Background: an optimization exercise with open tools, aiming at small area, a short achievable clock period and few clock cycles. Do not read the settings as production practice. In this exercise RTL edits were held to simulation tests only and were not proved equivalent to the original.

File: config.mk
export PLATFORM = sky130hd
export DESIGN_NAME = instr_executor
export DESIGN_NICKNAME = instr_executor
export VERILOG_FILES = /design/flow/design.v
export SDC_FILE = /design/flow/constraint.sdc
export NUM_CORES = 4
export LEC_CHECK = 0
export CAP_MARGIN = 20
export CORE_MARGIN = 2
export CORE_UTILIZATION = 55
export SETUP_SLACK_MARGIN = 5
export SLEW_MARGIN = 20
File: constraint.sdc
create_clock -name core_clock -period 10.0 [get_ports {clk}]
set_input_delay 2.0000 -clock core_clock [delete_from_list [all_inputs] [get_ports {clk}]]
set_output_delay 2.0000 -clock core_clock [all_outputs]
set_load 0.01 [all_outputs]
File: design.v
package instr_executor_pkg;
  localparam int PTR_W = 5;
  localparam int OP_W  = 32;
  localparam int RES_W = 64;
  typedef enum logic [3:0] {
    ZERO  = 4'd0,
    PASSA = 4'd1,
    PASSB = 4'd2,
    ADD   = 4'd3,
    SUB   = 4'd4,
    MULT  = 4'd5,
    DIV   = 4'd6,
    MOD   = 4'd7
  } opcode_t;
  typedef logic signed [OP_W-1:0]  operand_t;
  typedef logic signed [RES_W-1:0] result_t;
  typedef struct packed {
    opcode_t  opc;
    operand_t op_a;
    operand_t op_b;
  } instruction_t;
  typedef enum logic [1:0] {
    E0  = 2'd0,    
    E1  = 2'd1,    
    IT  = 2'd2,    
    NG  = 2'd3     
  } exec_step_t;
endpackage
import instr_executor_pkg::*;
module instr_div_lsc (
  input  logic [31:0] v,
  output logic [5:0]  n
);
  logic [31:0] y;
  always_comb begin
    y = v ^ {32{v[31]}};
    n = 6'd32;
    for (int i = 0; i < 32; i++)
      if (y[i]) n = 6'(31 - i);
  end
endmodule
module instr_div_step (
  input  logic [31:0] rem,
  input  logic [33:0] dsr1,      
  input  logic [31:0] t3,        
  input  logic        ge3,       
  output logic [1:0]  digit,
  output logic [31:0] rem_next
);
  logic [32:0] t1, t2;
  logic        ge1, ge2;
  always_comb begin
    t1  = {1'b0, rem} - {1'b0, dsr1[31:0]};
    t2  = {1'b0, rem} - {1'b0, dsr1[30:0], 1'b0};
    ge1 = ~t1[32] & (dsr1[33:32] == 2'b00);
    ge2 = ~t2[32] & (dsr1[33:31] == 3'b000);
    if (ge3)      begin digit = 2'd3; rem_next = t3[31:0]; end
    else if (ge2) begin digit = 2'd2; rem_next = t2[31:0]; end
    else if (ge1) begin digit = 2'd1; rem_next = t1[31:0]; end
    else          begin digit = 2'd0; rem_next = rem;      end
  end
endmodule
import instr_executor_pkg::*;
module instr_executor (
  input  logic               clk,
  input  logic               reset,
  input  logic               start,
  input  logic [PTR_W-1:0]   first_ptr,
  input  logic [PTR_W-1:0]   last_ptr,
  output logic [PTR_W-1:0]   read_pointer,
  input  instr_executor_pkg::instruction_t       instruction_word,
  output logic               res_valid,
  input  logic               res_ready,
  output logic [PTR_W-1:0]   res_pointer,
  output instr_executor_pkg::opcode_t            res_opcode,
  output instr_executor_pkg::result_t            result,
  output logic               div_by_zero,
  output logic               busy,
  output logic               done
);
  typedef struct packed {
    logic xb;     
    logic xrh;    
    logic xrl;    
    logic ya;     
    logic ya2;    
    logic inv;    
    logic wr;     
    logic rdiv;   
    logic dlast;  
    logic dq0;    
    logic dbz;    
    logic fin;    
  } ctrl_t;
  logic             busy_q;
  logic             done_q;
  logic             fetch_q;           
  logic [PTR_W-1:0] rd_ptr_q;
  logic [PTR_W-1:0] last_q;
  logic             e_val_q;           
  instr_executor_pkg::exec_step_t es_q;
  ctrl_t            c_q;
  logic [3:0]       e_opc_q;
  logic [PTR_W-1:0] e_ptr_q;
  logic             e_last_q;
  logic             neg_q;             
  logic [4:0]       cnt_q;             
  logic [5:0]       lz_a_q;            
  logic [5:0]       lz_b_q;            
  logic [63:0]      a_q;               
  logic [33:0]      b_q;               
  logic             r_val_q;
  logic             r_last_q;
  logic [63:0]      res_q;             
  logic [PTR_W-1:0] r_ptr_q;
  logic [3:0]       r_opc_q;
  logic             r_dbz_q;
  logic is_mul, is_dm, is_div;
  always_comb begin
    is_mul = (e_opc_q == MULT);
    is_div = (e_opc_q == DIV);
    is_dm  = (e_opc_q == DIV) || (e_opc_q == MOD);
  end
  logic [63:0] x_op, y_src, y_op, sum;
  always_comb begin
    x_op  = ({64{c_q.xb}} & {{30{b_q[33]}}, b_q})
          | ({{32{c_q.xrh}}, {32{c_q.xrl}}} & res_q);
    y_src = ({64{c_q.ya}}  & a_q)
          | ({64{c_q.ya2}} & {a_q[62:0], 1'b0});
    y_op  = y_src ^ {64{c_q.inv}};
    sum   = x_op + y_op + {63'd0, c_q.inv};
  end
  logic [5:0]  lsc_a, lsc_b;
  logic [6:0]  s_est;
  logic        q0_now;
  logic [31:0] b_mag;
  logic [1:0]  digit;
  logic [31:0] rem_next;
  logic [31:0] quo_next;
  logic [31:0] dm_val;
  logic [33:0] dsr_norm;
  instr_div_step u_step (
    .rem      (res_q[31:0]),
    .dsr1     (b_q),
    .t3       (sum[31:0]),
    .ge3      (~sum[36]),                 
    .digit    (digit),
    .rem_next (rem_next)
  );
  always_comb begin
    b_mag    = b_q[31] ? 32'(-b_q[31:0]) : b_q[31:0];
    s_est    = {1'b0, lz_b_q} - {1'b0, lz_a_q};
    q0_now   = lz_b_q < lz_a_q;
    dsr_norm = {2'b00, b_mag} << {s_est[5:1], 1'b0};
    quo_next = {res_q[61:32], digit};
    dm_val   = is_div ? quo_next : rem_next;
  end
  function automatic ctrl_t booth_ctrl(input logic [2:0] d, input logic acc);
    ctrl_t c;
    c     = '0;
    c.xrh = acc;
    c.xrl = acc;
    c.ya  = d[1] ^ d[0];
    c.ya2 = (d[2] & ~d[1] & ~d[0]) | (~d[2] & d[1] & d[0]);
    c.inv = d[2] & ~(d[1] & d[0]);
    c.wr  = 1'b1;
    booth_ctrl = c;
  endfunction
  function automatic logic all_same(input logic [28:0] v);
    all_same = (v == '0) || (v == '1);
  endfunction
  function automatic logic neg_pow2(input logic [31:0] v);
    neg_pow2 = v[31];
    for (int i = 1; i < 32; i++)
      neg_pow2 = neg_pow2 & ~(~v[i] & v[i-1]);
  endfunction
  ctrl_t       c_fetch;          
  logic [3:0]  f_opc;
  logic [31:0] f_a, f_b, f_m, f_q;
  logic        f_swap;
  instr_div_lsc u_lsc_a (.v(instruction_word.op_a), .n(lsc_a));
  instr_div_lsc u_lsc_b (.v(instruction_word.op_b), .n(lsc_b));
  always_comb begin
    f_opc   = instruction_word.opc;
    f_a     = instruction_word.op_a;
    f_b     = instruction_word.op_b;
    f_swap  = (f_opc == SUB)
           || ((f_opc == MULT)
            && ((f_a[31:15] == '0) || (f_a[31:15] == '1))
            && !((f_b[31:15] == '0) || (f_b[31:15] == '1)));
    f_m     = f_swap ? f_b : f_a;
    f_q     = f_swap ? f_a : f_b;
    c_fetch = '0;
    c_fetch.wr  = 1'b1;
    c_fetch.fin = 1'b1;
    case (f_opc)
      PASSA: c_fetch.ya = 1'b1;
      PASSB: c_fetch.xb = 1'b1;
      ADD:   begin c_fetch.xb = 1'b1; c_fetch.ya = 1'b1; end
      SUB:   begin c_fetch.xb = 1'b1; c_fetch.ya = 1'b1; c_fetch.inv = 1'b1; end
      MULT:  begin
        c_fetch     = booth_ctrl({f_q[1:0], 1'b0}, 1'b0);
        c_fetch.fin = (f_q[31:1] == '0) || (f_q[31:1] == '1);
      end
      DIV, MOD: if (f_b != '0) begin
        c_fetch.ya  = 1'b1;                  
        c_fetch.inv = f_a[31];
        c_fetch.dq0 = 1'b1;
        c_fetch.fin = 1'b0;
      end else begin
        c_fetch.dbz = 1'b1;
      end
      default: ;
    endcase
  end
  ctrl_t       c_next;           
  instr_executor_pkg::exec_step_t es_next;
  logic [63:0] a_next;
  logic [33:0] b_next;
  always_comb begin
    c_next  = '0;
    es_next = es_q;
    a_next  = a_q;
    b_next  = b_q;
    case (es_q)
      E0: if (is_mul) begin
        es_next    = IT;
        c_next     = booth_ctrl(b_q[3:1], 1'b1);
        c_next.fin = all_same(b_q[31:3]);
        a_next     = {a_q[61:0], 2'b00};
        b_next     = {{2{b_q[33]}}, b_q[33:2]};
      end else begin                         
        es_next    = E1;
        c_next.xb  = 1'b1;                   
        c_next.ya2 = 1'b1;
        a_next     = {30'd0, dsr_norm};
        b_next     = dsr_norm;
      end
      E1: begin
        es_next      = IT;
        c_next.xrl   = 1'b1;                 
        c_next.ya    = 1'b1;
        c_next.inv   = 1'b1;
        c_next.wr    = 1'b1;
        c_next.rdiv  = 1'b1;
        c_next.dlast = (cnt_q == 5'd0);
        c_next.fin   = (cnt_q == 5'd0) && !neg_q;
        a_next       = {28'd0, sum[35:0]};
      end
      IT: if (is_mul) begin
        c_next     = booth_ctrl(b_q[3:1], 1'b1);
        c_next.fin = all_same(b_q[31:3]);
        a_next     = {a_q[61:0], 2'b00};
        b_next     = {{2{b_q[33]}}, b_q[33:2]};
      end else if (c_q.dlast) begin          
        es_next    = NG;
        c_next.ya  = 1'b1;
        c_next.inv = 1'b1;
        c_next.wr  = 1'b1;
        c_next.fin = 1'b1;
        a_next     = {32'd0, dm_val};
      end else begin
        c_next.xrl   = 1'b1;
        c_next.ya    = 1'b1;
        c_next.inv   = 1'b1;
        c_next.wr    = 1'b1;
        c_next.rdiv  = 1'b1;
        c_next.dlast = (cnt_q == 5'd1);
        c_next.fin   = (cnt_q == 5'd1) && !neg_q;
        a_next       = {2'b00, a_q[63:2]};
        b_next       = {2'b00, b_q[33:2]};
      end
      default: ;
    endcase
  end
  logic        adv;              
  logic        step;
  logic        fin;              
  logic        fetch_sel;        
  logic        fetch_en;
  logic        e_en;             
  logic        xfer;
  logic [63:0] res_d;
  logic             fetch_any;       
  logic [PTR_W-1:0] ptr_cur;         
  logic             ptr_last;        
  always_comb begin
    ptr_cur   = busy_q ? rd_ptr_q : first_ptr;
    ptr_last  = busy_q ? (rd_ptr_q == last_q) : (first_ptr == last_ptr);
    fetch_any = busy_q ? fetch_q : start;
  end
  always_comb begin
    adv       = !r_val_q || res_ready;
    step      = e_val_q && adv;
    fin       = c_q.fin || (c_q.dq0 && q0_now);
    fetch_sel = fetch_any && (!e_val_q || fin);
    fetch_en  = fetch_sel && (!e_val_q || adv);
    e_en      = e_val_q ? adv : fetch_any;
    xfer      = r_val_q && res_ready;
    if (c_q.dq0 && q0_now)
      res_d = is_div ? 64'd0 : a_q;          
    else if (c_q.rdiv)
      res_d = c_q.dlast ? {32'd0, dm_val} : {quo_next, rem_next};
    else
      res_d = sum;
  end
  always_ff @(posedge clk) begin
    if (reset) begin
      busy_q  <= 1'b0;
      done_q  <= 1'b0;
      fetch_q <= 1'b0;
      e_val_q <= 1'b0;
      r_val_q <= 1'b0;
    end else begin
      done_q <= 1'b0;
      if (!busy_q && start) busy_q <= 1'b1;
      if (xfer && r_last_q) begin
        busy_q <= 1'b0;
        done_q <= 1'b1;
      end
      if (fetch_en) fetch_q <= !ptr_last;
      if (fetch_en)              e_val_q <= 1'b1;
      else if (step && fin)  e_val_q <= 1'b0;
      if (step && fin) r_val_q <= 1'b1;
      else if (xfer)       r_val_q <= 1'b0;
    end
  end
  always_ff @(posedge clk) begin
    if (!busy_q && start) last_q <= last_ptr;
    if (fetch_en) rd_ptr_q <= ptr_cur + 1'b1;
    if (e_en) begin
      if (fetch_sel) begin
        es_q     <= E0;
        c_q      <= c_fetch;
        e_opc_q  <= f_opc;
        e_ptr_q  <= ptr_cur;
        e_last_q <= ptr_last;
        a_q      <= {{32{f_m[31]}}, f_m};
        b_q      <= {{2{f_q[31]}}, f_q};
      end else begin
        es_q     <= es_next;
        c_q      <= c_next;
        a_q      <= a_next;
        b_q      <= b_next;
      end
    end
    if (fetch_en) begin
      lz_a_q  <= lsc_a - {5'd0, neg_pow2(f_a)};
      lz_b_q  <= lsc_b - {5'd0, neg_pow2(f_b)};
    end
    if (step && es_q == E0 && is_dm) begin
      cnt_q <= s_est[5:1];
      neg_q <= is_div ? (a_q[31] ^ b_q[31]) : a_q[31];
    end else if (step && es_q == IT) begin
      cnt_q <= cnt_q - 1'b1;
    end
    if (step && c_q.wr) res_q <= res_d;
    if (step && fin) begin
      r_ptr_q  <= e_ptr_q;
      r_opc_q  <= e_opc_q;
      r_dbz_q  <= c_q.dbz;
      r_last_q <= e_last_q;
    end
  end
  assign read_pointer = ptr_cur;
  assign res_valid    = r_val_q;
  assign res_pointer  = r_ptr_q;
  assign res_opcode   = instr_executor_pkg::opcode_t'(r_opc_q);
  assign result       = res_q;
  assign div_by_zero  = r_dbz_q;
  assign busy         = busy_q;
  assign done         = done_q;
endmodule
File: run.sh
#!/bin/bash
# synth_recipe.tcl (not shown) runs the flow's synth.tcl, then flattens the netlist and writes it again
# the make line also repeats each setting of config.mk as NAME=value (left out here)
make -C /OpenROAD-flow-scripts/flow DESIGN_CONFIG=/design/flow/config.mk WORK_HOME=/design/flow/orfs CLKGATE_MAP_FILE= SYNTH_SCRIPT=/design/flow/synth_recipe.tcl finish
==> results.sh, run 1 <==
export IMPL_outcome="no timing/DRC/antenna violations"
export IMPL_crit_path_cell_trace="clkinvlp_4, fa_1, a21o_1, a21oi_1, o21ai_0, a21oi_1, o21ai_0, o21ai_0, o21ai_0, nand4_1, a221o_1, xnor2_1, a2bb2oi_1, a221oi_1, a221oi_1"
export IMPL_numClockSinks=230
export IMPL_final_setup_tns_ps=0
export IMPL_io_buffers=163
export IMPL_drt_initial_drc_count=6545
export IMPL_worstSetupPathType="register to register"
export IMPL_core_area_um2=49100
export IMPL_rsz0062_at_grt="yes"
export IMPL_yosysTopAreaCellShare_pct=24.6
export IMPL_synthesis_nets=3803
export IMPL_worst_pin_slew_ps=1150
export IMPL_grt_pass1_wl_mm=183
export IMPL_ys_seq_elements=230
export IMPL_holdCritStartpoint="e_ptr_q[2]$_DFFE_PP_"
export IMPL_drtAntennaViolNets=0
export IMPL_synth_top_cells_by_area="edfxtp_1 25%, ha_1 6.7%, a21oi_1 6.0%"
export IMPL_drv_cap=0
export IMPL_synth_ff_type="edfxtp_1"
export IMPL_fin_cells=4261
export IMPL_grt_overflow=0
export IMPL_finalMaxSlewViolations=0
export IMPL_period_share_pct=50.2
export IMPL_drive_gt1_share_pct=8.85
export IMPL_async_flop_share_pct=0
export IMPL_antenna_found_initial=4
export IMPL_finClkSkew_ps=34.4
export IMPL_r2r_cells=15
export IMPL_yosysTopAreaCell="edfxtp_1"
export IMPL_grt_pass1_vias=28600
export IMPL_num_rows=81
export IMPL_cts_root_buf="clkbuf_16"
export IMPL_critPathLaunchType="register"
export IMPL_top_level_ports=164
export IMPL_hold_viol=0
export IMPL_min_path_cells=0
export IMPL_fin_crit_ps=5020
export IMPL_clock_path_buffers=3
export IMPL_drtPass1Iterations=14
export IMPL_start_util_pct=55.9
export IMPL_crit_top_cell="o21ai_0"
export IMPL_cts_tree="done"
export IMPL_clock_latency_ps=580
export IMPL_area_growth_pct=14.4
export IMPL_setup_viol=0
export IMPL_die_h_um=227
export IMPL_cts_max_level=1
export IMPL_slowest_delay_ps=600
export IMPL_cts_buffers_inserted=27
export IMPL_clkTransAtPathRegs_ps=70
export IMPL_die_x_um=227
export IMPL_timing_rr_start="b_q[1]$_DFFE_PP_"
export IMPL_hold_class="register to register"
export IMPL_vias_per_cell=7.43
export IMPL_dp_hpwl_mm=91.6
export IMPL_yosysSeqAreaShare_pct=25.0
export IMPL_synthesis_area_um2=27400
export IMPL_reg2reg_setup_slack_ps=4980
export IMPL_wl_per_cell_um=30.0
export IMPL_path_max_fanout=6
export IMPL_dp_cells=4148
export IMPL_reg2reg_to="a_q[29]$_DFFE_PP_"
export IMPL_synth_enable_flop_cells=225
export IMPL_postSynthCellCount=3570
export IMPL_hold_buffers=0
export IMPL_yosys_cell_types_count=98
export IMPL_required_ps=10370
export IMPL_arrival_ps=5390
export IMPL_ys_warnings_count=3
export IMPL_dieArea_um2=51700
export IMPL_place_gp_congestion=1.05
export IMPL_syn_area_per_cell_um2=7.68
export IMPL_slowest_stage="a2bb2oi_1"
export IMPL_vias=31700
export IMPL_fmax_mhz=199
export IMPL_route_detailed_drc=0
export IMPL_grt_usage_pct=47.1
export IMPL_min_to="r_ptr_q[2]$_DFFE_PP_"
export IMPL_end_kind="register"
export IMPL_wl_mm=128
export IMPL_maxSlewHeadroom_pct=23.1
export IMPL_fin_nets=3808
export IMPL_grt_max_degree=80
## flip-flops by register name, indices dropped and copies added, names as in the netlist
signal	flops
e_val_q	1
a_q	64
r_dbz_q	1
done_q	1
r_val_q	1
c_q	12
es_q	2
cnt_q	5
neg_q	1
last_q	5
lz_a_q	6
e_opc_q	4
res_q	64
r_opc_q	4
lz_b_q	6
r_last_q	1
e_last_q	1
busy_q	1
e_ptr_q	5
fetch_q	1
b_q	34
r_ptr_q	5
rd_ptr_q	5
## critical path, delay by kind of cell (launching register included)
kind	cells	cell delay, ps
AOI/OAI and AO/OA	11	3190
xor gates and xnor gates	1	140
adders and majority gates	1	480
buffers and inverters	1	270
DFF	1	550
and+or+nand+nor	1	190
## worst max path at each step
stage          slack [ps]                  end            startpoint
3_5_place_dp         3690     c_q[0]$_DFFE_PP_  instruction_word[31]
6_report             4980    a_q[29]$_DFFE_PP_      b_q[1]$_DFFE_PP_
5_1_grt              4950     a_q[5]$_DFFE_PP_      b_q[9]$_DFFE_PP_
4_1_cts              4960    a_q[20]$_DFFE_PP_    res_q[0]$_DFFE_PP_
3_3_place_gp         3740     c_q[0]$_DFFE_PP_  instruction_word[18]
2_1_floorplan        4960  lz_a_q[4]$_DFFE_PP_  instruction_word[35]
## routing by layer
metal	wire length (um)	up-vias	track usage, %
met3	19000	728	15.5
li1	-	13500	-
met4	10700	6	30.8
met1	45400	14800	59.7
met2	52500	2711	68.4
met5	89	-	0
## cell usage in the layout (no fill, tap or decap), types with 61 or more instances in the layout
| cell | instances |
|---|---|
| a211oi_1 | 69 |
| a21o_1 | 107 |
| a21oi_1 | 315 |
| a22oi_1 | 122 |
| buf_4 | 95 |
| clkdlybuf4s50_1 | 104 |
| edfxtp_1 | 225 |
| ha_1 | 144 |
| inv_1 | 100 |
| mux2i_1 | 74 |
| nand2_1 | 388 |
| nand3_1 | 115 |
| nor2_1 | 289 |
| nor3_1 | 61 |
| o21ai_0 | 208 |
| xnor2_1 | 173 |
| xor2_1 | 62 |
## per-stage QoR
stage | instance area (um^2) | utilization [%] | hold WS (ps) | worst slack [ps]
global route | 31300 | 63.9 | 436 | 4950
global placement | 29300 | 59.6 | 402 | 3740
finish | 31400 | 63.9 | 426 | 4980
CTS | 30600 | 62.5 | 427 | 4960
detailed placement | 29300 | 59.6 | 407 | 3690
floorplan | 27500 | - | 400 | 4960
## repair_timing
item	CTS	global route
pin swaps	4	21
resized for setup	121	122
buffers inserted	23	33
endpoints found under the setup margin	233	83
cloned	1	4
## cells in the mapped netlist, types with 11 or more instances
| cell | n |
|---|---|
| a211oi_1 | 74 |
| a21o_1 | 107 |
| a21oi_1 | 329 |
| a221oi_1 | 48 |
| a222oi_1 | 38 |
| a22o_1 | 33 |
| a22oi_1 | 124 |
| a31oi_1 | 37 |
| and2_1 | 11 |
| and3_1 | 38 |
| buf_1 | 33 |
| buf_2 | 12 |
| clkbuf_1 | 256 |
| edfxtp_1 | 225 |
| ha_1 | 147 |
| inv_1 | 103 |
| mux2_2 | 12 |
| mux2i_1 | 79 |
| nand2_1 | 390 |
| nand2b_1 | 36 |
| nand3_1 | 115 |
| nand4_1 | 58 |
| nor2_1 | 296 |
| nor2b_1 | 33 |
| nor3_1 | 64 |
| nor4_1 | 17 |
| o211ai_1 | 27 |
| o21a_1 | 20 |
| o21ai_0 | 215 |
| o21ai_1 | 53 |
| o21bai_1 | 32 |
| o221ai_1 | 12 |
| o22ai_1 | 19 |
| o31ai_1 | 35 |
| or3_1 | 17 |
| xnor2_1 | 178 |
| xor2_1 | 64 |
## cell families after synthesis
kind of cell             count (synthesis)  synth area share, %
XOR/XNOR                               243                 7.79
flip-flops                             230                 25.0
AO/OA/AOI/OAI                         1319                 32.0
AND/OR/NAND/NOR                       1124                 19.0
buffers and inverters                  410                 5.71
multiplexers                            93                 3.54
adder cells (fa/ha/maj)                151                 7.00
## layout make-up
| class | count | area, um^2 |
|---|---|---|
| Fill cell | 4336 | 17700 |
| Clock inverter | 19 | 314 |
| Timing Repair Buffer | 279 | 2670 |
| Tap cell | 664 | 831 |
| Antenna cell | 3 | 7.51 |
| Inverter | 107 | 409 |
| Multi-Input combinational cell | 2930 | 19600 |
| Clock buffer | 29 | 683 |
| Sequential cell | 230 | 6860 |
Testbench counts, summed over its fixed seeds: cycles 58,034.
==> run 2: changes to the inputs <==
--- a/design.v
+++ b/design.v
@@ -42,5 +42,5 @@
 module instr_div_step (
   input  logic [31:0] rem,
-  input  logic [33:0] dsr1,      
+  input  logic [31:0] dsr1,      
   input  logic [31:0] t3,        
   input  logic        ge3,       
@@ -51,8 +51,8 @@
   logic        ge1, ge2;
   always_comb begin
-    t1  = {1'b0, rem} - {1'b0, dsr1[31:0]};
+    t1  = {1'b0, rem} - {1'b0, dsr1};
     t2  = {1'b0, rem} - {1'b0, dsr1[30:0], 1'b0};
-    ge1 = ~t1[32] & (dsr1[33:32] == 2'b00);
-    ge2 = ~t2[32] & (dsr1[33:31] == 3'b000);
+    ge1 = ~t1[32];
+    ge2 = ~t2[32] & ~dsr1[31];
     if (ge3)      begin digit = 2'd3; rem_next = t3[31:0]; end
     else if (ge2) begin digit = 2'd2; rem_next = t2[31:0]; end
@@ -80,9 +80,10 @@
 );
   typedef struct packed {
-    logic xb;     
+    logic xa;     
     logic xrh;    
     logic xrl;    
     logic ya;     
     logic ya2;    
+    logic yb;     
     logic inv;    
     logic wr;     
@@ -105,9 +106,9 @@
   logic             e_last_q;
   logic             neg_q;             
-  logic [4:0]       cnt_q;             
+  logic [3:0]       cnt_q;             
   logic [5:0]       lz_a_q;            
   logic [5:0]       lz_b_q;            
   logic [63:0]      a_q;               
-  logic [33:0]      b_q;               
+  logic [31:0]      b_q;               
   logic             r_val_q;
   logic             r_last_q;
@@ -124,8 +125,9 @@
   logic [63:0] x_op, y_src, y_op, sum;
   always_comb begin
-    x_op  = ({64{c_q.xb}} & {{30{b_q[33]}}, b_q})
+    x_op  = ({64{c_q.xa}} & a_q)
           | ({{32{c_q.xrh}}, {32{c_q.xrl}}} & res_q);
     y_src = ({64{c_q.ya}}  & a_q)
-          | ({64{c_q.ya2}} & {a_q[62:0], 1'b0});
+          | ({64{c_q.ya2}} & {a_q[62:0], 1'b0})
+          | ({64{c_q.yb}}  & {{32{b_q[31]}}, b_q[31:0]});
     y_op  = y_src ^ {64{c_q.inv}};
     sum   = x_op + y_op + {63'd0, c_q.inv};
@@ -139,10 +141,10 @@
   logic [31:0] quo_next;
   logic [31:0] dm_val;
-  logic [33:0] dsr_norm;
+  logic [31:0] dsr_norm;
   instr_div_step u_step (
     .rem      (res_q[31:0]),
     .dsr1     (b_q),
     .t3       (sum[31:0]),
-    .ge3      (~sum[36]),                 
+    .ge3      (~sum[34]),                 
     .digit    (digit),
     .rem_next (rem_next)
@@ -152,5 +154,5 @@
     s_est    = {1'b0, lz_b_q} - {1'b0, lz_a_q};
     q0_now   = lz_b_q < lz_a_q;
-    dsr_norm = {2'b00, b_mag} << {s_est[5:1], 1'b0};
+    dsr_norm = b_mag << {s_est[4:1], 1'b0};
     quo_next = {res_q[61:32], digit};
     dm_val   = is_div ? quo_next : rem_next;
@@ -185,8 +187,7 @@
     f_a     = instruction_word.op_a;
     f_b     = instruction_word.op_b;
-    f_swap  = (f_opc == SUB)
-           || ((f_opc == MULT)
-            && ((f_a[31:15] == '0) || (f_a[31:15] == '1))
-            && !((f_b[31:15] == '0) || (f_b[31:15] == '1)));
+    f_swap  = (f_opc == MULT)
+           && ((f_a[31:15] == '0) || (f_a[31:15] == '1))
+           && !((f_b[31:15] == '0) || (f_b[31:15] == '1));
     f_m     = f_swap ? f_b : f_a;
     f_q     = f_swap ? f_a : f_b;
@@ -195,8 +196,8 @@
     c_fetch.fin = 1'b1;
     case (f_opc)
-      PASSA: c_fetch.ya = 1'b1;
-      PASSB: c_fetch.xb = 1'b1;
-      ADD:   begin c_fetch.xb = 1'b1; c_fetch.ya = 1'b1; end
-      SUB:   begin c_fetch.xb = 1'b1; c_fetch.ya = 1'b1; c_fetch.inv = 1'b1; end
+      PASSA: c_fetch.xa = 1'b1;
+      PASSB: c_fetch.yb = 1'b1;
+      ADD:   begin c_fetch.xa = 1'b1; c_fetch.yb = 1'b1; end
+      SUB:   begin c_fetch.xa = 1'b1; c_fetch.yb = 1'b1; c_fetch.inv = 1'b1; end
       MULT:  begin
         c_fetch     = booth_ctrl({f_q[1:0], 1'b0}, 1'b0);
@@ -229,10 +230,10 @@
         c_next.fin = all_same(b_q[31:3]);
         a_next     = {a_q[61:0], 2'b00};
-        b_next     = {{2{b_q[33]}}, b_q[33:2]};
+        b_next     = {{2{b_q[31]}}, b_q[31:2]};
       end else begin                         
         es_next    = E1;
-        c_next.xb  = 1'b1;                   
+        c_next.xa  = 1'b1;                   
         c_next.ya2 = 1'b1;
-        a_next     = {30'd0, dsr_norm};
+        a_next     = {32'd0, dsr_norm};
         b_next     = dsr_norm;
       end
@@ -244,7 +245,7 @@
         c_next.wr    = 1'b1;
         c_next.rdiv  = 1'b1;
-        c_next.dlast = (cnt_q == 5'd0);
-        c_next.fin   = (cnt_q == 5'd0) && !neg_q;
-        a_next       = {28'd0, sum[35:0]};
+        c_next.dlast = (cnt_q == 4'd0);
+        c_next.fin   = (cnt_q == 4'd0) && !neg_q;
+        a_next       = {30'd0, sum[33:0]};
       end
       IT: if (is_mul) begin
@@ -252,5 +253,5 @@
         c_next.fin = all_same(b_q[31:3]);
         a_next     = {a_q[61:0], 2'b00};
-        b_next     = {{2{b_q[33]}}, b_q[33:2]};
+        b_next     = {{2{b_q[31]}}, b_q[31:2]};
       end else if (c_q.dlast) begin          
         es_next    = NG;
@@ -266,8 +267,8 @@
         c_next.wr    = 1'b1;
         c_next.rdiv  = 1'b1;
-        c_next.dlast = (cnt_q == 5'd1);
-        c_next.fin   = (cnt_q == 5'd1) && !neg_q;
+        c_next.dlast = (cnt_q == 4'd1);
+        c_next.fin   = (cnt_q == 4'd1) && !neg_q;
         a_next       = {2'b00, a_q[63:2]};
-        b_next       = {2'b00, b_q[33:2]};
+        b_next       = {2'b00, b_q[31:2]};
       end
       default: ;
@@ -337,5 +338,5 @@
         e_last_q <= ptr_last;
         a_q      <= {{32{f_m[31]}}, f_m};
-        b_q      <= {{2{f_q[31]}}, f_q};
+        b_q      <= f_q;
       end else begin
         es_q     <= es_next;
@@ -350,5 +351,5 @@
     end
     if (step && es_q == E0 && is_dm) begin
-      cnt_q <= s_est[5:1];
+      cnt_q <= s_est[4:1];
       neg_q <= is_div ? (a_q[31] ^ b_q[31]) : a_q[31];
     end else if (step && es_q == IT) begin
==> run 2 against run 1 <==
Area after synthesis down 0.48%. Design area grew 2.5%. Sequential cell count decreased by 2. Global-route usage is 1.2 points higher. Critical path type unchanged. Highest routed layer unchanged.
==> results.sh, run 2 <==
export IMPL_syn_area_per_cell_um2=7.79
export IMPL_path_max_fanout=18
export IMPL_route_detailed_drc=0
export IMPL_clock_latency_ps=570
export IMPL_setup_viol=0
export IMPL_reg2reg_to="res_q[17]$_DFFE_PP_"
export IMPL_place_gp_congestion=1.07
export IMPL_timing_rr_start="b_q[24]$_DFFE_PP_"
export IMPL_yosysSeqAreaShare_pct=24.9
export IMPL_async_flop_share_pct=0
export IMPL_wl_per_cell_um=31.2
export IMPL_clkTransAtPathRegs_ps=70
export IMPL_finClkSkew_ps=14.3
export IMPL_die_h_um=227
export IMPL_rsz0062_at_grt="yes"
export IMPL_cts_tree="done"
export IMPL_synthTopCellsByCount="347 x nand2_1, 315 x a21oi_1, 260 x nor2_1"
export IMPL_synth_ff_type="edfxtp_1"
export IMPL_synthesis_nets=3735
export IMPL_worst_pin_slew_ps=1260
export IMPL_routed_top_layer="met5"
export IMPL_r2r_cells=12
export IMPL_vias_per_cell=7.70
export IMPL_top_level_ports=164
export IMPL_fillers=4151
export IMPL_critPathLaunchType="register"
export IMPL_num_rows=81
export IMPL_final_setup_tns_ps=0
export IMPL_outcome="no timing/DRC/antenna violations"
export IMPL_period_share_pct=51.4
export IMPL_required_ps=10380
export IMPL_cts_max_level=1
export IMPL_finalMaxSlewViolations=0
export IMPL_drv_cap=0
export IMPL_grt_max_degree=71
export IMPL_fmax_mhz=194
export IMPL_dieArea_um2=51400
export IMPL_fin_crit_ps=5140
export IMPL_hold_viol=0
export IMPL_drive_gt1_share_pct=11.4
export IMPL_hold_buffers=0
export IMPL_start_util_pct=55.7
export IMPL_yosysTopAreaCell="edfxtp_1"
export IMPL_ys_seq_elements=228
export IMPL_drtPass1Iterations=22
export IMPL_area_growth_pct=17.8
export IMPL_route_met3_wl_mm=22.0
export IMPL_antenna_found_initial=2
export IMPL_ys_warnings_count=3
export IMPL_met2WireLength_mm=52.3
export IMPL_synthesis_area_um2=27300
export IMPL_drt_initial_drc_count=6382
export IMPL_reg2reg_setup_slack_ps=4860
export IMPL_grt_pass1_vias=29100
export IMPL_final_cell_mix="343 x nand2_1, 286 x a21oi_1, 248 x nor2_1, 237 x o21ai_0, 223 x edfxtp_1"
export IMPL_hold_class="register to register"
export IMPL_core_area_um2=49000
export IMPL_cts_root_buf="clkbuf_16"
export IMPL_yosysTopAreaCellShare_pct=24.5
export IMPL_critPathLaunch="b_q[24]$_DFFE_PP_"
export IMPL_worstSetupPathType="register to register"
export IMPL_reg_top3="a_q: 64 flops, res_q: 64 flops, b_q: 32 flops"
export IMPL_yosys_cell_types_count=89
export IMPL_final_common_cell="nand2_1"
export IMPL_maxSlewHeadroom_pct=14.9
export IMPL_synth_enable_flop_cells=223
export IMPL_dp_hpwl_mm=93.3
export IMPL_fin_nets=3791
export IMPL_grt_pass1_wl_mm=186
export IMPL_vias=32700
export IMPL_yosys_cell_count_top_type="nand2_1"
export IMPL_clock_path_buffers=3
export IMPL_die_x_um=227
export IMPL_numClockSinks=228
export IMPL_drtAntennaViolNets=0
export IMPL_grt_overflow=0
export IMPL_io_buffers=163
export IMPL_cp_endpoint="res_q[17]$_DFFE_PP_"
export IMPL_cts_buffers_inserted=26
export IMPL_wl_mm=133
export IMPL_postSynthCellCount=3501
export IMPL_grt_usage_pct=48.3
export IMPL_arrival_ps=5520
export IMPL_synth_top_cells_by_area="edfxtp_1 25%, ha_1 6.8%, a21oi_1 5.8%"
export IMPL_end_kind="register"
export IMPL_met1Wirelength_mm=46.2
[run 2: cell type report]
class	count	area (um^2)	area share, %
Clock inverter	16	308	0.958
Clock buffer	32	673	2.09
Tap cell	664	831	2.59
Timing Repair Buffer	306	2980	9.29
Multi-Input combinational cell	2866	20000	62.3
Sequential cell	228	6800	21.2
Inverter	129	504	1.57
Antenna cell	2	5.00	0.0156
[run 2: timing repair]
item,4_1_cts,5_1_grt
endpoints found under the setup margin,200,93
resized for setup,155,219
pin swaps,11,65
endpoints found under the hold margin,0,0
buffers inserted,21,59
cloned,3,9
[run 2: worst min path at each step]
stage | start | to | slack (ps) | depth (start not counted)
2_1_floorplan | c_q[1]$_SDFFCE_PN0P_ | r_dbz_q$_DFFE_PP_ | 400 | 0
3_3_place_gp | e_ptr_q[3]$_DFFE_PP_ | r_ptr_q[3]$_DFFE_PP_ | 400 | 0
5_1_grt | e_ptr_q[3]$_DFFE_PP_ | r_ptr_q[3]$_DFFE_PP_ | 440 | 0
3_5_place_dp | e_ptr_q[4]$_DFFE_PP_ | r_ptr_q[4]$_DFFE_PP_ | 410 | 0
4_1_cts | e_ptr_q[3]$_DFFE_PP_ | r_ptr_q[3]$_DFFE_PP_ | 430 | 0
6_report | e_ptr_q[3]$_DFFE_PP_ | r_ptr_q[3]$_DFFE_PP_ | 430 | 0
[run 2: kinds of logic after synthesis]
| logic type | after synthesis | share of synthesized area (%) |
|---|---|---|
| AO/OA/AOI/OAI | 1378 | 34.2 |
| adder cells (fa/ha/maj) | 152 | 7.08 |
| AND/OR/NAND/NOR | 1031 | 17.7 |
| multiplexers | 89 | 3.47 |
| flip-flops | 228 | 24.9 |
| buffers and inverters | 409 | 5.75 |
| XOR/XNOR | 214 | 6.87 |
[run 2: worst max-delay path, stage by stage (launching register included)]
cell and delay (ps):
edfxtp_1 960, inv_1 510, ha_1 500, a21o_1 180, a21o_1 200, a21oi_1 160, o21ai_0 90, a21oi_1 270
nor2_1 210, or2_2 640, o41ai_2 860, mux2i_1 140, o21ai_0 210
[run 2: routing by layer]
layer	global-route usage, %	vias to the layer above
li1	-	13600
met1	60.6	15100
met2	68.7	3207
met3	19.2	753
met4	30.6	2
met5	0	-
[run 2: stage by stage]
step | setup WS [ps] | utilization [%] | cell area, um^2 | std cells | hold slack (ps)
floorplan | 4950 | - | 27400 | 3501 | 400
global placement | 3270 | 59.6 | 29200 | 4100 | 403
detailed placement | 3230 | 59.6 | 29200 | 4100 | 408
CTS | 4870 | 62.7 | 30700 | 4172 | 432
global route | 4780 | 65.6 | 32100 | 4241 | 437
finish | 4860 | 65.6 | 32100 | 4243 | 431
Testbench counts of run 2, summed over its fixed seeds: cycles 58,034.
==> run 3: changes to the inputs <==
--- a/config.mk
+++ b/config.mk
@@ -8,5 +8,5 @@
 export CAP_MARGIN = 20
 export CORE_MARGIN = 2
-export CORE_UTILIZATION = 55
+export CORE_UTILIZATION = 45
 export SETUP_SLACK_MARGIN = 5
 export SLEW_MARGIN = 20
==> run 3 against run 2 <==
Non-clock buffer count shrank 9. Clock skew grew 29 ps. Design area down 0.65%. Area after synthesis did not move. Register-to-register slack better by 100 ps. Die area rose by 22%. First-iteration DRC count decreased by 27%. Routed wire length up 1.4%. Core utilization shrank 13 points. Sequential cell count did not move. Critical path type is now input pin to register. Critical endpoint is now c_q[0]$_DFFE_PP_.
==> results.sh, run 3 <==
export IMPL_reg_top3="a_q: 64 flops, res_q: 64 flops, b_q: 32 flops"
export IMPL_antenna_cells=0
export IMPL_vias=31300
export IMPL_io_buffers=163
export IMPL_synth_top_cells_by_area="edfxtp_1 25%, ha_1 6.8%, a21oi_1 5.8%"
export IMPL_period_share_pct=50.8
export IMPL_grt_pass1_wl_mm=191
export IMPL_synthTopCellsByCount="347 x nand2_1, 315 x a21oi_1, 260 x nor2_1"
export IMPL_required_ps=10400
export IMPL_final_common_cell="nand2_1"
export IMPL_place_gp_congestion=1.04
export IMPL_path_delay_family="simple AND/OR/NAND/NOR gates"
export IMPL_reg2reg_to="res_q[62]$_DFFE_PP_"
export IMPL_rsz0062_at_grt="yes"
export IMPL_drt_initial_drc_count=4658
export IMPL_pre_cts_slack_ps=3140
export IMPL_async_flop_share_pct=0
export IMPL_postSynthCellCount=3501
export IMPL_fmax_mhz=197
export IMPL_num_rows=90
export IMPL_numClockSinks=228
export IMPL_min_to="r_ptr_q[2]$_DFFE_PP_"
export IMPL_crit_path_cell_trace="clkdlybuf4s50_1, or4_1, nor4_1, nand3_1, o21ai_2, and4b_2, buf_12, mux2i_4, nand4_1, nor4_2, nand4_1, nand3_1, o211ai_1, o31ai_1"
export IMPL_finClkSkew_ps=43.0
export IMPL_grt_max_degree=71
export IMPL_synthesis_nets=3735
export IMPL_drtPass1Iterations=11
export IMPL_ys_warnings_count=3
export IMPL_yosysTopAreaCell="edfxtp_1"
export IMPL_grt_overflow=0
export IMPL_path_max_fanout=33
export IMPL_reg2reg_setup_slack_ps=4960
export IMPL_cts_root_buf="clkbuf_16"
export IMPL_syn_area_per_cell_um2=7.79
export IMPL_drive_gt1_share_pct=10.7
export IMPL_worst_pin_slew_ps=1190
export IMPL_hold_buffers=0
export IMPL_fin_nets=3785
export IMPL_area_growth_pct=17.0
export IMPL_end_kind="register"
export IMPL_r2r_cells=17
export IMPL_dp_hpwl_mm=97.2
export IMPL_yosysSeqAreaShare_pct=24.9
export IMPL_fin_crit_ps=5080
export IMPL_ys_seq_elements=228
export IMPL_start_util_pct=45.4
export IMPL_grt_pass1_vias=28300
export IMPL_synth_ff_type="edfxtp_1"
export IMPL_setup_viol=0
export IMPL_worstSetupPathType="input pin to register"
export IMPL_final_setup_tns_ps=0
export IMPL_slowest_stage="or4_1"
export IMPL_synth_enable_flop_cells=223
export IMPL_fillers=5811
export IMPL_yosys_cell_types_count=89
export IMPL_outcome="no timing/DRC/antenna violations"
export IMPL_slowest_delay_ps=520
export IMPL_hold_class="register to register"
export IMPL_cp_buffers_inverters=2
export IMPL_grt_usage_pct=40.4
export IMPL_cts_max_level=1
export IMPL_drv_cap=0
export IMPL_yosys_cell_count_top_type="nand2_1"
export IMPL_vias_per_cell=7.18
export IMPL_min_path_cells=0
export IMPL_timing_rr_start="c_q[9]$_DFFE_PP_"
export IMPL_final_cell_mix="343 x nand2_1, 291 x a21oi_1, 251 x nor2_1, 238 x o21ai_0, 223 x edfxtp_1"
export IMPL_antenna_found_initial=3
export IMPL_arrival_ps=5480
export IMPL_die_x_um=250
export IMPL_route_detailed_drc=0
export IMPL_core_area_um2=60100
export IMPL_finalMaxSlewViolations=0
export IMPL_dieArea_um2=62600
export IMPL_die_h_um=250
export IMPL_cts_buffers_inserted=29
export IMPL_synthesis_area_um2=27300
export IMPL_drtAntennaViolNets=0
export IMPL_clkTransAtPathRegs_ps=60
export IMPL_critPathLaunchType="input pin"
export IMPL_cts_tree="done"
export IMPL_hold_viol=0
export IMPL_yosysTopAreaCellShare_pct=24.5
export IMPL_clock_latency_ps=610
export IMPL_holdCritStartpoint="e_ptr_q[2]$_DFFE_PP_"
export IMPL_clock_path_buffers=3
export IMPL_layout_setup_ws_ps=4920
export IMPL_top_level_ports=164
export IMPL_wl_per_cell_um=30.9
export IMPL_maxSlewHeadroom_pct=20.3
export IMPL_wl_mm=134
==> run 3: how the worst max path moves through the flow <==
stage / endpoint / start / cells after the start
final: c_q[0]$_DFFE_PP_ / instruction_word[54] / 14
after global routing: lz_b_q[5]$_DFFE_PP_ / instruction_word[7] / 17
after CTS: c_q[0]$_DFFE_PP_ / instruction_word[52] / 14
after detailed placement: lz_b_q[4]$_DFFE_PP_ / instruction_word[31] / 19
after global placement: lz_b_q[4]$_DFFE_PP_ / instruction_word[31] / 19
after floorplan: lz_b_q[5]$_DFFE_PP_ / instruction_word[1] / 17
==> run 3: metal layers <==
metal,wire length [um],global-route usage (%)
met1,52200,54.7
met5,16,0
met4,8500,20.6
met2,55600,58.6
met3,18100,11.1
==> run 3: area by class of cell <==
class,instances,area [um^2],share of cell area [%]
Inverter,129,505,1.58
Timing Repair Buffer,297,2930,9.16
Clock inverter,16,141,0.443
Multi-Input combinational cell,2866,19700,61.9
Clock buffer,37,830,2.60
Tap cell,782,978,3.06
Sequential cell,228,6800,21.3
==> run 3: repair_timing <==
| action | CTS | global route |
|---|---|---|
| setup endpoints to repair | 225 | 120 |
| endpoints found under the hold margin | 0 | 0 |
| gates resized for setup | 151 | 189 |
| buffers inserted | 21 | 46 |
| pin swaps | 9 | 53 |
| cloned | 4 | 4 |
==> run 3: kinds of logic (layout without fill, tap and decap cells) <==
logic type / Yosys count / in the layout / share of synthesized area, %
XOR/XNOR: 214 / 214 / 6.87
adder cells (fa/ha/maj): 152 / 152 / 7.08
multiplexers: 89 / 89 / 3.47
flip-flops: 228 / 228 / 24.9
buffers and inverters: 409 / 479 / 5.75
AO/OA/AOI/OAI: 1378 / 1379 / 34.2
AND/OR/NAND/NOR: 1031 / 1032 / 17.7
==> run 3: stage by stage <==
| stage | instance area [um^2] | utilization (%) | instances | hold slack (ps) |
|---|---|---|---|---|
| 2_1_floorplan | 27400 | - | 3501 | 400 |
| 6_report | 31900 | 53.1 | 4355 | 418 |
| 3_3_place_gp | 29400 | 48.9 | 4226 | 403 |
| 4_1_cts | 31000 | 51.5 | 4304 | 419 |
| 5_1_grt | 31900 | 53.1 | 4355 | 428 |
| 3_5_place_dp | 29400 | 48.9 | 4226 | 405 |
==> run 4: changes to the inputs <==
--- a/design.v
+++ b/design.v
@@ -103,6 +103,4 @@
   ctrl_t            c_q;
   logic [3:0]       e_opc_q;
-  logic [PTR_W-1:0] e_ptr_q;
-  logic             e_last_q;
   logic             neg_q;             
   logic [3:0]       cnt_q;             
@@ -112,7 +110,7 @@
   logic [31:0]      b_q;               
   logic             r_val_q;
-  logic             r_last_q;
   logic [63:0]      res_q;             
-  logic [PTR_W-1:0] r_ptr_q;
+  logic [PTR_W-1:0] r_ptr;             
+  logic             r_last;            
   logic [3:0]       r_opc_q;
   logic             r_dbz_q;
@@ -292,4 +290,8 @@
   end
   always_comb begin
+    r_ptr  = rd_ptr_q - {{(PTR_W-1){1'b0}}, 1'b1} - {{(PTR_W-1){1'b0}}, e_val_q};
+    r_last = (r_ptr == last_q);
+  end
+  always_comb begin
     adv       = !r_val_q || res_ready;
     step      = e_val_q && adv;
@@ -316,5 +318,5 @@
       done_q <= 1'b0;
       if (!busy_q && start) busy_q <= 1'b1;
-      if (xfer && r_last_q) begin
+      if (xfer && r_last) begin
         busy_q <= 1'b0;
         done_q <= 1'b1;
@@ -335,6 +337,4 @@
         c_q      <= c_fetch;
         e_opc_q  <= f_opc;
-        e_ptr_q  <= ptr_cur;
-        e_last_q <= ptr_last;
         a_q      <= {{32{f_m[31]}}, f_m};
         b_q      <= f_q;
@@ -358,13 +358,11 @@
     if (step && c_q.wr) res_q <= res_d;
     if (step && fin) begin
-      r_ptr_q  <= e_ptr_q;
       r_opc_q  <= e_opc_q;
       r_dbz_q  <= c_q.dbz;
-      r_last_q <= e_last_q;
     end
   end
   assign read_pointer = ptr_cur;
   assign res_valid    = r_val_q;
-  assign res_pointer  = r_ptr_q;
+  assign res_pointer  = r_ptr;
   assign res_opcode   = instr_executor_pkg::opcode_t'(r_opc_q);
   assign result       = res_q;
==> run 4 against run 3 <==
Die area decreased by 2.2%. Register-to-register slack got worse by 70 ps. First-iteration DRC count increased by 7.1%. Synthesized cell count decreased by 1.1%. Area after synthesis decreased by 2.3%. Routed wire length increased by 0.11%. Clock skew decreased by 10 ps. Global-route usage increased by 1.6 points. Final cell count decreased by 1.5%.
==> results.sh, run 4 <==
export IMPL_numClockSinks=216
export IMPL_vias=30900
export IMPL_end_kind="register"
export IMPL_synthesis_area_um2=26700
export IMPL_ys_warnings_count=3
export IMPL_syn_area_per_cell_um2=7.70
export IMPL_min_path_cells=0
export IMPL_drive_gt1_share_pct=9.79
export IMPL_drt_initial_drc_count=4991
export IMPL_ys_seq_elements=216
export IMPL_synthTopCellsByCount="369 x nand2_1, 287 x a21oi_1, 256 x o21ai_0"
export IMPL_worstSetupPathType="register to register"
export IMPL_synthSimpleGateAreaFrac_pct=18.0
export IMPL_place_gp_congestion=1.03
export IMPL_antenna_found_initial=2
export IMPL_synth_xor_area_share_pct=7.39
export IMPL_reg2reg_setup_slack_ps=4890
export IMPL_min_to="r_dbz_q$_DFFE_PP_"
export IMPL_yosys_cell_types_count=88
export IMPL_required_ps=10330
export IMPL_cts_max_level=1
export IMPL_vias_per_cell=7.20
export IMPL_drtAntennaViolNets=0
export IMPL_synth_top_family_by_area="compound AO/OA/AOI/OAI gates"
export IMPL_async_flop_share_pct=0
export IMPL_setup_viol=0
export IMPL_synth_compound_area_share_pct=33.9
export IMPL_postSynthCellCount=3463
export IMPL_grt_overflow=0
export IMPL_io_buffers=163
export IMPL_clkTransAtPathRegs_ps=70
export IMPL_dp_hpwl_mm=96.8
export IMPL_clock_latency_ps=600
export IMPL_final_setup_tns_ps=0
export IMPL_die_h_um=247
export IMPL_reg_top3="a_q: 64 flops, res_q: 64 flops, b_q: 32 flops"
export IMPL_top_level_ports=164
export IMPL_area_growth_pct=16.4
export IMPL_synth_top_cells_by_area="edfxtp_1 24%, ha_1 7.0%, a21oi_1 5.4%"
export IMPL_die_x_um=247
export IMPL_grt_pass1_vias=27800
export IMPL_critPathLaunchType="register"
export IMPL_worst_pin_slew_ps=1130
export IMPL_layout_setup_ws_ps=4890
export IMPL_fin_crit_ps=5110
export IMPL_cts_buffers_inserted=28
export IMPL_r2r_cells=17
export IMPL_holdCritStartpoint="c_q[1]$_SDFFCE_PN0P_"
export IMPL_yosysSeqAreaShare_pct=24.1
export IMPL_core_area_um2=58800
export IMPL_yosysTopAreaCell="edfxtp_1"
export IMPL_yosysTopAreaCellShare_pct=23.8
export IMPL_dieArea_um2=61200
export IMPL_maxSlewHeadroom_pct=24.6
export IMPL_arrival_ps=5430
export IMPL_fin_nets=3728
export IMPL_wl_mm=135
export IMPL_drtPass1Iterations=11
export IMPL_path_max_fanout=28
export IMPL_hold_class="register to register"
export IMPL_grt_usage_pct=42.0
export IMPL_clock_path_buffers=3
export IMPL_synth_enable_flop_cells=211
export IMPL_cts_tree="done"
export IMPL_reg2reg_to="a_q[2]$_DFFE_PP_"
export IMPL_final_common_cell="nand2_1"
export IMPL_cts_root_buf="clkbuf_16"
export IMPL_start_util_pct=45.4
export IMPL_hold_viol=0
export IMPL_yosys_area_share_adder_pct=7.34
export IMPL_final_cell_mix="366 x nand2_1, 268 x a21oi_1, 245 x o21ai_0, 230 x nor2_1, 211 x edfxtp_1"
export IMPL_synthesis_nets=3699
export IMPL_yosys_cell_count_top_type="nand2_1"
export IMPL_timing_rr_start="a_q[22]$_DFFE_PP_"
export IMPL_synth_ff_type="edfxtp_1"
export IMPL_grt_pass1_wl_mm=192
export IMPL_wl_per_cell_um=31.4
export IMPL_fmax_mhz=196
export IMPL_grt_max_degree=69
export IMPL_synthMuxAreaShare_pct=3.15
export IMPL_finalMaxSlewViolations=0
export IMPL_outcome="no timing/DRC/antenna violations"
export IMPL_num_rows=89
export IMPL_period_share_pct=51.1
export IMPL_finClkSkew_ps=32.5
export IMPL_drv_cap=0
export IMPL_rsz0062_at_grt="yes"
export IMPL_pre_cts_slack_ps=3440
export IMPL_route_detailed_drc=0
[run 4: timing repair]
action | in CTS | in global routing
buffers inserted | 22 | 29
pin swaps | 15 | 34
gates resized for setup | 112 | 125
hold buffers | 0 | 0
setup endpoints to repair | 157 | 105
gates cloned | 2 | 5
[run 4: worst max-delay path by stage]
stage,startpoint,endpoint,slack [ps]
floorplan,instruction_word[31],lz_b_q[4]$_DFFE_PP_,5080
global placement,instruction_word[63],c_q[0]$_DFFE_PP_,3590
detailed placement,instruction_word[63],c_q[0]$_DFFE_PP_,3440
CTS,first_ptr[2],read_pointer[2],4920
global route,c_q[9]$_DFFE_PP_,res_q[57]$_DFFE_PP_,4940
finish,a_q[22]$_DFFE_PP_,a_q[2]$_DFFE_PP_,4890
[run 4: kinds of logic after synthesis]
group,after synthesis
AO/OA/AOI/OAI,1330
AND/OR/NAND/NOR,1036
buffers and inverters,423
XOR/XNOR,225
flip-flops,216
adder cells (fa/ha/maj),154
multiplexers,79
[run 4: area by class of cell]
cell class                 instances  area (um^2)
clock inverter                    19          225
inverter                         138          522
multi-input combinational       2825        19400
tap                              773          967
fill                            5636        27800
clock buffer                      33          741
antenna                            2         5.00
timing repair buffer             283         2730
sequential                       216         6440
[run 4: critical path, stage by stage (launching register included)]
cell and delay, ps:
edfxtp_1 610, a222oi_1 870, xnor2_1 260, ha_4 290
a21o_1 180, a21o_1 160, a21oi_1 160, o21ai_0 110
a21oi_1 190, o21bai_2 100, a41oi_2 330, nand2_4 140
xnor2_2 160, buf_6 240, nor3_1 650, a211oi_1 150
nand2_1 110, nand3_1 80
[run 4: metal layers]
metal / share of wire (%) / vias to the layer above / track usage (%)
met5: 0.0097 / - / 0
met2: 41 / 2325 / 60.7
li1: - / 13300 / -
met3: 13 / 413 / 10.0
met1: 39 / 14800 / 57.6
met4: 6.5 / 2 / 22.6
[run 4: through the flow]
stage	instances	hold WS [ps]	instance area [um^2]	util (%)
global placement	4176	422	28800	49.0
finish	4289	441	31000	52.8
global route	4287	448	31000	52.8
detailed placement	4176	406	28800	49.0
CTS	4252	439	30300	51.6
floorplan	3463	400	26700	-
Testbench counts of run 4, summed over its fixed seeds: cycles 58,034.

-- separate check: timing with driven ports --
The results above use ideal ports. As a check the final layouts listed here were re-extracted and re-timed, cells and wires unchanged. Step 1 sets driving cells, clkbuf_16 on the clock port and buf_2 on the other inputs (assumed; they add their load-dependent delay and slew). Step 2 adds t to the input delays and takes it off the output delays; t is the mean of the earliest and latest rising clock arrival at the registers after step 1. Input paths then give back, and output paths get back, about the clock's delay inside the block. Three values: ideal, step 1, step 2; two values: the first two.
run	t, ns	slack for setup (ns)	latest minus earliest clock arrival (ns)
run 1	0.623	4.985 / 4.985 / 4.520	0.034 / 0.034
run 2	0.624	4.858 / 4.858 / 4.310	0.015 / 0.014
run 3	0.647	4.917 / 4.954 / 4.307	0.043 / 0.043
run 4	0.634	4.895 / 4.895 / 4.510	0.033 / 0.032
After both steps setup and hold are still met in every run listed. For run 3, which loses most, drivers alone change the setup slack by +0.037 ns; drivers and shift together by -0.610 ns.
